Context: an optimization exercise on an open-source flow, tuned for small area. The choices shown serve that exercise and are no tape-out recipe.
In this exercise RTL edits were held to simulation tests only and were not proved equivalent to the original.
No activity file was given, so power comes from the tool's default toggle rates.

==> inputs of v27 <==
// mips_regfile_rd
module mips_regfile_rd #(
    parameter int DATA_WIDTH = 32,
    parameter int ADDR_WIDTH = 5
) (
    input  logic                  clk,
    input  logic                  reset,
    input  logic                  we,
    input  logic [ADDR_WIDTH-1:0] waddr,
    input  logic [DATA_WIDTH-1:0] wdata,
    input  logic                  re1,
    input  logic [ADDR_WIDTH-1:0] raddr1,
    output logic [DATA_WIDTH-1:0] rdata1,
    input  logic                  re2,
    input  logic [ADDR_WIDTH-1:0] raddr2,
    output logic [DATA_WIDTH-1:0] rdata2
);
==> module mips_regfile_rd_aoi21, before the edit <==
module mips_regfile_rd_aoi21 #(
    parameter int W = 32
) (
    input  logic         s0,
    input  logic [W-1:0] a0,
    input  logic         s1,
    input  logic [W-1:0] a1,
    input  logic         k,
    output logic [W-1:0] y
);
    assign y = ~(({W{s0}} & a0) | ({W{s1}} & a1) | {W{k}});
endmodule
==> module mips_regfile_rd_rport, before the edit <==
module mips_regfile_rd_rport #(
    parameter int W = 32,
    parameter int N = 31
) (
    input  logic [N-1:0]        sel,
    input  logic [N-1:0][W-1:0] rows,
    input  logic                hold,
    input  logic [W-1:0]        held,
    input  logic                k,
    output logic [W-1:0]        y
);
    localparam int G = N / 3;   
    logic [G:0][W-1:0] n;
    for (genvar g = 0; g < G; g++) begin : grp
        mips_regfile_rd_aoi3 #(.W(W)) u_aoi (
            .s0(sel[3*g]),   .a0(rows[3*g]),
            .s1(sel[3*g+1]), .a1(rows[3*g+1]),
            .s2(sel[3*g+2]), .a2(rows[3*g+2]),
            .y (n[g])
        );
    end
    mips_regfile_rd_aoi21 #(.W(W)) u_last (
        .s0(sel[N-1]), .a0(rows[N-1]),
        .s1(hold),     .a1(held),
        .k (k),
        .y (n[G])
    );
    always_comb begin
        y = '1;
        for (int g = 0; g <= G; g++) y = y & n[g];
    end
endmodule
==> module mips_regfile_rd, before the edit <==
module mips_regfile_rd #(
    parameter int DATA_WIDTH = 32,
    parameter int ADDR_WIDTH = 5
) (
    input  logic                  clk,
    input  logic                  reset,
    input  logic                  we,
    input  logic [ADDR_WIDTH-1:0] waddr,
    input  logic [DATA_WIDTH-1:0] wdata,
    input  logic                  re1,
    input  logic [ADDR_WIDTH-1:0] raddr1,
    output logic [DATA_WIDTH-1:0] rdata1,
    input  logic                  re2,
    input  logic [ADDR_WIDTH-1:0] raddr2,
    output logic [DATA_WIDTH-1:0] rdata2
);
    localparam int DEPTH = 2 ** ADDR_WIDTH;
    localparam int N     = DEPTH - 1;   
    logic ph;
    always_ff @(posedge clk or posedge reset) begin
        if (reset) ph <= 1'b0;
        else       ph <= ~ph;
    end
    logic [N-1:0][DATA_WIDTH-1:0] mem;
    logic [N-1:0][DATA_WIDTH-1:0] mem_d;
    logic [N-1:0]                 valid;
    logic [N-1:0] wsel;
    always_comb begin
        for (int k = 0; k < N; k++) wsel[k] = we && (waddr == ADDR_WIDTH'(k + 1));
    end
    logic [DATA_WIDTH-1:0] wdata_ph;
    assign wdata_ph = wdata ^ {DATA_WIDTH{ph}};
    for (genvar k = 0; k < N; k++) begin : row
        mips_regfile_rd_wrow #(.W(DATA_WIDTH)) u_w (
            .q(mem[k]), .r(wsel[k]), .rb(~wsel[k]), .c(wdata_ph), .d(mem_d[k])
        );
    end
    always_ff @(posedge clk) begin
        mem <= mem_d;
    end
    always_ff @(posedge clk or posedge reset) begin
        if (reset) valid <= '0;
        else       valid <= valid | wsel;
    end
    logic [N-1:0] rsel1, rsel2;
    always_comb begin
        for (int k = 0; k < N; k++) begin
            rsel1[k] = re1 && valid[k] && (raddr1 == ADDR_WIDTH'(k + 1));
            rsel2[k] = re2 && valid[k] && (raddr2 == ADDR_WIDTH'(k + 1));
        end
    end
    logic zk1, zk2;
    assign zk1 = re1 && !(|rsel1) && ph;
    assign zk2 = re2 && !(|rsel2) && ph;
    logic [DATA_WIDTH-1:0] out1, out2;
    logic [DATA_WIDTH-1:0] out1_d, out2_d;
    mips_regfile_rd_rport #(.W(DATA_WIDTH), .N(N)) u_rp1 (
        .sel(rsel1), .rows(mem), .hold(~re1), .held(out1), .k(zk1), .y(out1_d)
    );
    mips_regfile_rd_rport #(.W(DATA_WIDTH), .N(N)) u_rp2 (
        .sel(rsel2), .rows(mem), .hold(~re2), .held(out2), .k(zk2), .y(out2_d)
    );
    always_ff @(posedge clk or posedge reset) begin
        if (reset) begin
            out1 <= '0;
            out2 <= '0;
        end else begin
            out1 <= out1_d;
            out2 <= out2_d;
        end
    end
    assign rdata1 = out1 ^ {DATA_WIDTH{ph}};
    assign rdata2 = out2 ^ {DATA_WIDTH{ph}};
endmodule
Settings: LEC_CHECK=0, CAP_MARGIN=20, CORE_MARGIN=2, CORE_UTILIZATION=55, SLEW_MARGIN=20, SYNTH_HIERARCHICAL=1, SYNTH_MINIMUM_KEEP_SIZE=0; clock period 5.0 ns.
run.sh (not shown) runs the stock make flow with config.mk's settings and CLKGATE_MAP_FILE= SYNTH_SCRIPT=/design/flow/synth_recipe.tcl, a recipe that flattens the netlist after the stock synthesis.
==> v6 (differences from v27) <==
--- a/flow/design.v
+++ b/flow/design.v
@@ -1,2 +1,10 @@
+module mips_regfile_rd_inv #(
+    parameter int W = 1
+) (
+    input  logic [W-1:0] a,
+    output logic [W-1:0] y
+);
+    assign y = ~a;
+endmodule
 module mips_regfile_rd_wrow #(
     parameter int W = 32
@@ -23,5 +31,5 @@
     assign y = ~(({W{s0}} & a0) | ({W{s1}} & a1) | ({W{s2}} & a2));
 endmodule
-module mips_regfile_rd_aoi21 #(
+module mips_regfile_rd_aoi2 #(
     parameter int W = 32
 ) (
@@ -30,12 +38,12 @@
     input  logic         s1,
     input  logic [W-1:0] a1,
-    input  logic         k,
     output logic [W-1:0] y
 );
-    assign y = ~(({W{s0}} & a0) | ({W{s1}} & a1) | {W{k}});
+    assign y = ~(({W{s0}} & a0) | ({W{s1}} & a1));
 endmodule
 module mips_regfile_rd_rport #(
     parameter int W = 32,
-    parameter int N = 31
+    parameter int N = 31,
+    parameter int G = N / 3   
 ) (
     input  logic [N-1:0]        sel,
@@ -43,9 +51,6 @@
     input  logic                hold,
     input  logic [W-1:0]        held,
-    input  logic                k,
-    output logic [W-1:0]        y
+    output logic [G:0][W-1:0]   n
 );
-    localparam int G = N / 3;   
-    logic [G:0][W-1:0] n;
     for (genvar g = 0; g < G; g++) begin : grp
         mips_regfile_rd_aoi3 #(.W(W)) u_aoi (
@@ -56,14 +61,9 @@
         );
     end
-    mips_regfile_rd_aoi21 #(.W(W)) u_last (
+    mips_regfile_rd_aoi2 #(.W(W)) u_last (
         .s0(sel[N-1]), .a0(rows[N-1]),
         .s1(hold),     .a1(held),
-        .k (k),
         .y (n[G])
     );
-    always_comb begin
-        y = '1;
-        for (int g = 0; g <= G; g++) y = y & n[g];
-    end
 endmodule
 module mips_regfile_rd #(
@@ -93,13 +93,16 @@
     logic [N-1:0][DATA_WIDTH-1:0] mem_d;
     logic [N-1:0]                 valid;
-    logic [N-1:0] wsel;
+    logic [N-1:0] wsel_n, wsel, wsel_b;
     always_comb begin
-        for (int k = 0; k < N; k++) wsel[k] = we && (waddr == ADDR_WIDTH'(k + 1));
+        for (int k = 0; k < N; k++) wsel_n[k] = !(we && (waddr == ADDR_WIDTH'(k + 1)));
     end
-    logic [DATA_WIDTH-1:0] wdata_ph;
-    assign wdata_ph = wdata ^ {DATA_WIDTH{ph}};
+    mips_regfile_rd_inv #(.W(N)) u_wsel   (.a(wsel_n), .y(wsel));
+    mips_regfile_rd_inv #(.W(N)) u_wsel_b (.a(wsel),   .y(wsel_b));
+    logic [DATA_WIDTH-1:0] wdata_ph_n, wdata_ph;
+    assign wdata_ph_n = ~(wdata ^ {DATA_WIDTH{ph}});
+    mips_regfile_rd_inv #(.W(DATA_WIDTH)) u_wdata (.a(wdata_ph_n), .y(wdata_ph));
     for (genvar k = 0; k < N; k++) begin : row
         mips_regfile_rd_wrow #(.W(DATA_WIDTH)) u_w (
-            .q(mem[k]), .r(wsel[k]), .rb(~wsel[k]), .c(wdata_ph), .d(mem_d[k])
+            .q(mem[k]), .r(wsel[k]), .rb(wsel_b[k]), .c(wdata_ph), .d(mem_d[k])
         );
     end
@@ -109,24 +112,41 @@
     always_ff @(posedge clk or posedge reset) begin
         if (reset) valid <= '0;
-        else       valid <= valid | wsel;
+        else       valid <= valid | ~wsel_n;
     end
-    logic [N-1:0] rsel1, rsel2;
+    logic [N-1:0] rsel1_n, rsel2_n, rsel1, rsel2;
     always_comb begin
         for (int k = 0; k < N; k++) begin
-            rsel1[k] = re1 && valid[k] && (raddr1 == ADDR_WIDTH'(k + 1));
-            rsel2[k] = re2 && valid[k] && (raddr2 == ADDR_WIDTH'(k + 1));
+            rsel1_n[k] = !(re1 && valid[k] && (raddr1 == ADDR_WIDTH'(k + 1)));
+            rsel2_n[k] = !(re2 && valid[k] && (raddr2 == ADDR_WIDTH'(k + 1)));
         end
     end
-    logic zk1, zk2;
-    assign zk1 = re1 && !(|rsel1) && ph;
-    assign zk2 = re2 && !(|rsel2) && ph;
+    mips_regfile_rd_inv #(.W(N)) u_rsel1 (.a(rsel1_n), .y(rsel1));
+    mips_regfile_rd_inv #(.W(N)) u_rsel2 (.a(rsel2_n), .y(rsel2));
+    logic hold1, hold2;
+    mips_regfile_rd_inv #(.W(1)) u_hold1 (.a(re1), .y(hold1));
+    mips_regfile_rd_inv #(.W(1)) u_hold2 (.a(re2), .y(hold2));
+    logic zk1, zk2, zk1_n, zk2_n;
+    assign zk1 = re1 && (&rsel1_n) && ph;
+    assign zk2 = re2 && (&rsel2_n) && ph;
+    mips_regfile_rd_inv #(.W(1)) u_zk1 (.a(zk1), .y(zk1_n));
+    mips_regfile_rd_inv #(.W(1)) u_zk2 (.a(zk2), .y(zk2_n));
     logic [DATA_WIDTH-1:0] out1, out2;
     logic [DATA_WIDTH-1:0] out1_d, out2_d;
+    localparam int G = N / 3;
+    logic [G:0][DATA_WIDTH-1:0] n1, n2;
     mips_regfile_rd_rport #(.W(DATA_WIDTH), .N(N)) u_rp1 (
-        .sel(rsel1), .rows(mem), .hold(~re1), .held(out1), .k(zk1), .y(out1_d)
+        .sel(rsel1), .rows(mem), .hold(hold1), .held(out1), .n(n1)
     );
     mips_regfile_rd_rport #(.W(DATA_WIDTH), .N(N)) u_rp2 (
-        .sel(rsel2), .rows(mem), .hold(~re2), .held(out2), .k(zk2), .y(out2_d)
+        .sel(rsel2), .rows(mem), .hold(hold2), .held(out2), .n(n2)
     );
+    always_comb begin
+        out1_d = {DATA_WIDTH{zk1_n}};
+        out2_d = {DATA_WIDTH{zk2_n}};
+        for (int g = 0; g <= G; g++) begin
+            out1_d = out1_d & n1[g];
+            out2_d = out2_d & n2[g];
+        end
+    end
     always_ff @(posedge clk or posedge reset) begin
         if (reset) begin
==> flow/flow/run.sh (new file) <==
#!/bin/bash
# Layout flow: the standard flow (standard.sh, unchanged synthesis) with
#  - the clock tree built without dummy balancing loads,
#  - minimum-size port buffers,
#  - power recovery (downsizing of non-critical cells) after global routing.
# Each tool's output goes to the ORFS logs; this script's own output to run.log.
set -e
exec > run.log 2>&1
echo "== standard.sh"; cat standard.sh
echo "== config.mk"; cat config.mk
export CTS_ARGS="-sink_clustering_enable -repair_clock_nets -dont_use_dummy_load -sink_clustering_size 14 -sink_clustering_max_diameter 80 -buf_list sky130_fd_sc_hd__clkbuf_8"
export BUFFER_PORTS_ARGS="-buffer_cell sky130_fd_sc_hd__buf_1"
export RECOVER_POWER=100
bash standard.sh > standard.log 2>&1
==> flow/standard.sh (new file) <==
#!/bin/bash
# synth_recipe.tcl (not shown) runs the flow's synth.tcl, then flattens the netlist and writes it again
# the make line also repeats each setting of config.mk as NAME=value (left out here)
make -C /OpenROAD-flow-scripts/flow DESIGN_CONFIG=/design/flow/config.mk WORK_HOME=/design/flow/orfs CLKGATE_MAP_FILE= SYNTH_SCRIPT=/design/flow/synth_recipe.tcl "${@:-finish}"
- CTS_BUF_LIST: unset -> sky130_fd_sc_hd__clkbuf_8
- CTS_CLUSTER_DIAMETER: unset -> 80
- CTS_CLUSTER_SIZE: unset -> 14
removed: flow/run.sh
==> v12 (differences from v27) <==
--- a/flow/design.v
+++ b/flow/design.v
@@ -1,2 +1,10 @@
+module mips_regfile_rd_inv #(
+    parameter int W = 1
+) (
+    input  logic [W-1:0] a,
+    output logic [W-1:0] y
+);
+    assign y = ~a;
+endmodule
 module mips_regfile_rd_wrow #(
     parameter int W = 32
@@ -23,5 +31,5 @@
     assign y = ~(({W{s0}} & a0) | ({W{s1}} & a1) | ({W{s2}} & a2));
 endmodule
-module mips_regfile_rd_aoi21 #(
+module mips_regfile_rd_aoi2 #(
     parameter int W = 32
 ) (
@@ -30,12 +38,12 @@
     input  logic         s1,
     input  logic [W-1:0] a1,
-    input  logic         k,
     output logic [W-1:0] y
 );
-    assign y = ~(({W{s0}} & a0) | ({W{s1}} & a1) | {W{k}});
+    assign y = ~(({W{s0}} & a0) | ({W{s1}} & a1));
 endmodule
 module mips_regfile_rd_rport #(
     parameter int W = 32,
-    parameter int N = 31
+    parameter int N = 31,
+    parameter int G = N / 3   
 ) (
     input  logic [N-1:0]        sel,
@@ -43,9 +51,6 @@
     input  logic                hold,
     input  logic [W-1:0]        held,
-    input  logic                k,
-    output logic [W-1:0]        y
+    output logic [G:0][W-1:0]   n
 );
-    localparam int G = N / 3;   
-    logic [G:0][W-1:0] n;
     for (genvar g = 0; g < G; g++) begin : grp
         mips_regfile_rd_aoi3 #(.W(W)) u_aoi (
@@ -56,14 +61,9 @@
         );
     end
-    mips_regfile_rd_aoi21 #(.W(W)) u_last (
+    mips_regfile_rd_aoi2 #(.W(W)) u_last (
         .s0(sel[N-1]), .a0(rows[N-1]),
         .s1(hold),     .a1(held),
-        .k (k),
         .y (n[G])
     );
-    always_comb begin
-        y = '1;
-        for (int g = 0; g <= G; g++) y = y & n[g];
-    end
 endmodule
 module mips_regfile_rd #(
@@ -93,13 +93,16 @@
     logic [N-1:0][DATA_WIDTH-1:0] mem_d;
     logic [N-1:0]                 valid;
-    logic [N-1:0] wsel;
+    logic [N-1:0] wsel_n, wsel, wsel_b;
     always_comb begin
-        for (int k = 0; k < N; k++) wsel[k] = we && (waddr == ADDR_WIDTH'(k + 1));
+        for (int k = 0; k < N; k++) wsel_n[k] = !(we && (waddr == ADDR_WIDTH'(k + 1)));
     end
-    logic [DATA_WIDTH-1:0] wdata_ph;
-    assign wdata_ph = wdata ^ {DATA_WIDTH{ph}};
+    mips_regfile_rd_inv #(.W(N)) u_wsel   (.a(wsel_n), .y(wsel));
+    mips_regfile_rd_inv #(.W(N)) u_wsel_b (.a(wsel),   .y(wsel_b));
+    logic [DATA_WIDTH-1:0] wdata_ph_n, wdata_ph;
+    assign wdata_ph_n = ~(wdata ^ {DATA_WIDTH{ph}});
+    mips_regfile_rd_inv #(.W(DATA_WIDTH)) u_wdata (.a(wdata_ph_n), .y(wdata_ph));
     for (genvar k = 0; k < N; k++) begin : row
         mips_regfile_rd_wrow #(.W(DATA_WIDTH)) u_w (
-            .q(mem[k]), .r(wsel[k]), .rb(~wsel[k]), .c(wdata_ph), .d(mem_d[k])
+            .q(mem[k]), .r(wsel[k]), .rb(wsel_b[k]), .c(wdata_ph), .d(mem_d[k])
         );
     end
@@ -109,24 +112,41 @@
     always_ff @(posedge clk or posedge reset) begin
         if (reset) valid <= '0;
-        else       valid <= valid | wsel;
+        else       valid <= valid | ~wsel_n;
     end
-    logic [N-1:0] rsel1, rsel2;
+    logic [N-1:0] rsel1_n, rsel2_n, rsel1, rsel2;
     always_comb begin
         for (int k = 0; k < N; k++) begin
-            rsel1[k] = re1 && valid[k] && (raddr1 == ADDR_WIDTH'(k + 1));
-            rsel2[k] = re2 && valid[k] && (raddr2 == ADDR_WIDTH'(k + 1));
+            rsel1_n[k] = !(re1 && valid[k] && (raddr1 == ADDR_WIDTH'(k + 1)));
+            rsel2_n[k] = !(re2 && valid[k] && (raddr2 == ADDR_WIDTH'(k + 1)));
         end
     end
-    logic zk1, zk2;
-    assign zk1 = re1 && !(|rsel1) && ph;
-    assign zk2 = re2 && !(|rsel2) && ph;
+    mips_regfile_rd_inv #(.W(N)) u_rsel1 (.a(rsel1_n), .y(rsel1));
+    mips_regfile_rd_inv #(.W(N)) u_rsel2 (.a(rsel2_n), .y(rsel2));
+    logic hold1, hold2;
+    mips_regfile_rd_inv #(.W(1)) u_hold1 (.a(re1), .y(hold1));
+    mips_regfile_rd_inv #(.W(1)) u_hold2 (.a(re2), .y(hold2));
+    logic zk1, zk2, zk1_n, zk2_n;
+    assign zk1 = re1 && (&rsel1_n) && ph;
+    assign zk2 = re2 && (&rsel2_n) && ph;
+    mips_regfile_rd_inv #(.W(1)) u_zk1 (.a(zk1), .y(zk1_n));
+    mips_regfile_rd_inv #(.W(1)) u_zk2 (.a(zk2), .y(zk2_n));
     logic [DATA_WIDTH-1:0] out1, out2;
     logic [DATA_WIDTH-1:0] out1_d, out2_d;
+    localparam int G = N / 3;
+    logic [G:0][DATA_WIDTH-1:0] n1, n2;
     mips_regfile_rd_rport #(.W(DATA_WIDTH), .N(N)) u_rp1 (
-        .sel(rsel1), .rows(mem), .hold(~re1), .held(out1), .k(zk1), .y(out1_d)
+        .sel(rsel1), .rows(mem), .hold(hold1), .held(out1), .n(n1)
     );
     mips_regfile_rd_rport #(.W(DATA_WIDTH), .N(N)) u_rp2 (
-        .sel(rsel2), .rows(mem), .hold(~re2), .held(out2), .k(zk2), .y(out2_d)
+        .sel(rsel2), .rows(mem), .hold(hold2), .held(out2), .n(n2)
     );
+    always_comb begin
+        out1_d = {DATA_WIDTH{zk1_n}};
+        out2_d = {DATA_WIDTH{zk2_n}};
+        for (int g = 0; g <= G; g++) begin
+            out1_d = out1_d & n1[g];
+            out2_d = out2_d & n2[g];
+        end
+    end
     always_ff @(posedge clk or posedge reset) begin
         if (reset) begin
==> flow/flow/run.sh (new file) <==
#!/bin/bash
# Layout flow: the standard flow (standard.sh, unchanged synthesis) with
#  - inverters that drive wide nets sized up before placement (pre_gpl.tcl),
#  - the clock tree built without dummy balancing loads,
#  - minimum-size port buffers,
#  - power recovery (downsizing of non-critical cells) after global routing.
# ORFS writes each tool's log under orfs/logs; make's output goes to
# standard.log and this script's own output to run.log.
set -e
exec > run.log 2>&1
here=$(pwd)
export PRE_GLOBAL_PLACE_TCL="$here/flow/pre_gpl.tcl"
export CTS_ARGS="-sink_clustering_enable -repair_clock_nets -dont_use_dummy_load -sink_clustering_size 14 -sink_clustering_max_diameter 80 -buf_list sky130_fd_sc_hd__clkbuf_8"
export BUFFER_PORTS_ARGS="-buffer_cell sky130_fd_sc_hd__buf_1"
export RECOVER_POWER=100
bash standard.sh > standard.log 2>&1
==> flow/flow/pre_gpl.tcl (new file) <==
# Before global placement: drop the synthesis buffers now (global placement
# would remove them anyway), then give every minimum inverter that drives a
# wide net (row/column selects, write data) the next drive strength, which has
# the same cell area, so repair_design does not buffer those nets.
remove_buffers
set db [ord::get_db]
set inv2 [$db findMaster sky130_fd_sc_hd__inv_2]
set n 0
foreach i [[ord::get_db_block] getInsts] {
  if {[[$i getMaster] getName] eq "sky130_fd_sc_hd__inv_1"} {
    foreach it [$i getITerms] {
      if {[$it isOutputSignal]} {
        set net [$it getNet]
        if {$net ne "NULL" && [llength [$net getITerms]] > 8} {
          $i swapMaster $inv2
          incr n
        }
      }
    }
  }
}
puts "pre_gpl: $n inverters upsized to inv_2"
==> flow/standard.sh (new file) <==
#!/bin/bash
# synth_recipe.tcl (not shown) runs the flow's synth.tcl, then flattens the netlist and writes it again
# the make line also repeats each setting of config.mk as NAME=value (left out here)
make -C /OpenROAD-flow-scripts/flow DESIGN_CONFIG=/design/flow/config.mk WORK_HOME=/design/flow/orfs CLKGATE_MAP_FILE= SYNTH_SCRIPT=/design/flow/synth_recipe.tcl "${@:-finish}"
- CTS_BUF_LIST: unset -> sky130_fd_sc_hd__clkbuf_8
- CTS_CLUSTER_DIAMETER: unset -> 80
- CTS_CLUSTER_SIZE: unset -> 14
removed: flow/run.sh
==> summary of the runs <==
v27 completed with no timing, DRC or antenna violations. v6 finished but failed the layout checks on capacitance limit, slew limit. v12 finished but fails on capacitance limit, slew limit.
Between v27 and v6, the lower design area is in v6 (gap 9.7%, measured against v6).
Die area is the same in v6 and v12.
Sequential cell count is the same in v27 and v6.
Worst hold slack, highest first: v6, v27, v12.
Clock skew: v12 > v6 > v27.
==> figures <==
metric                                                                            v6                      v27                            v12
Run status                                                complete, but fails checks  complete, no violations     complete, but fails checks
Violated checks                                        capacitance limit, slew limit                        -  capacitance limit, slew limit
Post-synthesis cell type count                                                    51                       55                             51
Worst r2r src                                                                     ph                       ph                      valid[21]
Multi-input logic cell count                                                    2287                     2286                           2287
Cell depth of the worst min-delay path                                             1                        1                              -
Floorplan Core Area                                                        77700 um2                78700 um2                      77700 um2
Start-to-end type of the worst setup path                          input pin to flop      flop to output port              input pin to flop
Portion of total power attributed to sequential cells                          0.644                    0.528                          0.641
Global router's overall resource usage                                         0.457                    0.482                          0.468
Share of power burned in the clock network                                     0.222                    0.349                          0.225
Gpl congestion                                                                  1.02                    0.994                          0.980
Cell count of the worst reg-to-reg path                                            5                        7                              5

[separate check: timing with driven ports]
Ports are ideal in the flow. The routed layouts listed here were re-timed in OpenROAD.
Step 1, drivers: a clkbuf_16 drives clk and a buf_2 each remaining input, both assumed.
Step 2 also shifts input and output timing later by t, the mid clock arrival at the registers, as if the neighbouring blocks saw the same clock.
a / b / c = no drivers / after step 1 / after step 2; a / b = the first two.
run	t (ns)	setup WS [ns]	worst slew at a driven data input, ns
v27	0.768	0.939 / 0.862 / 0.341	0.14
v6	0.794	0.655 / 0.702 / -0.092	0.05
v12	0.761	0.712 / 0.742 / -0.019	0.09
For v6, which loses most, drivers alone change the setup slack by +0.047 ns; drivers and shift together by -0.747 ns.
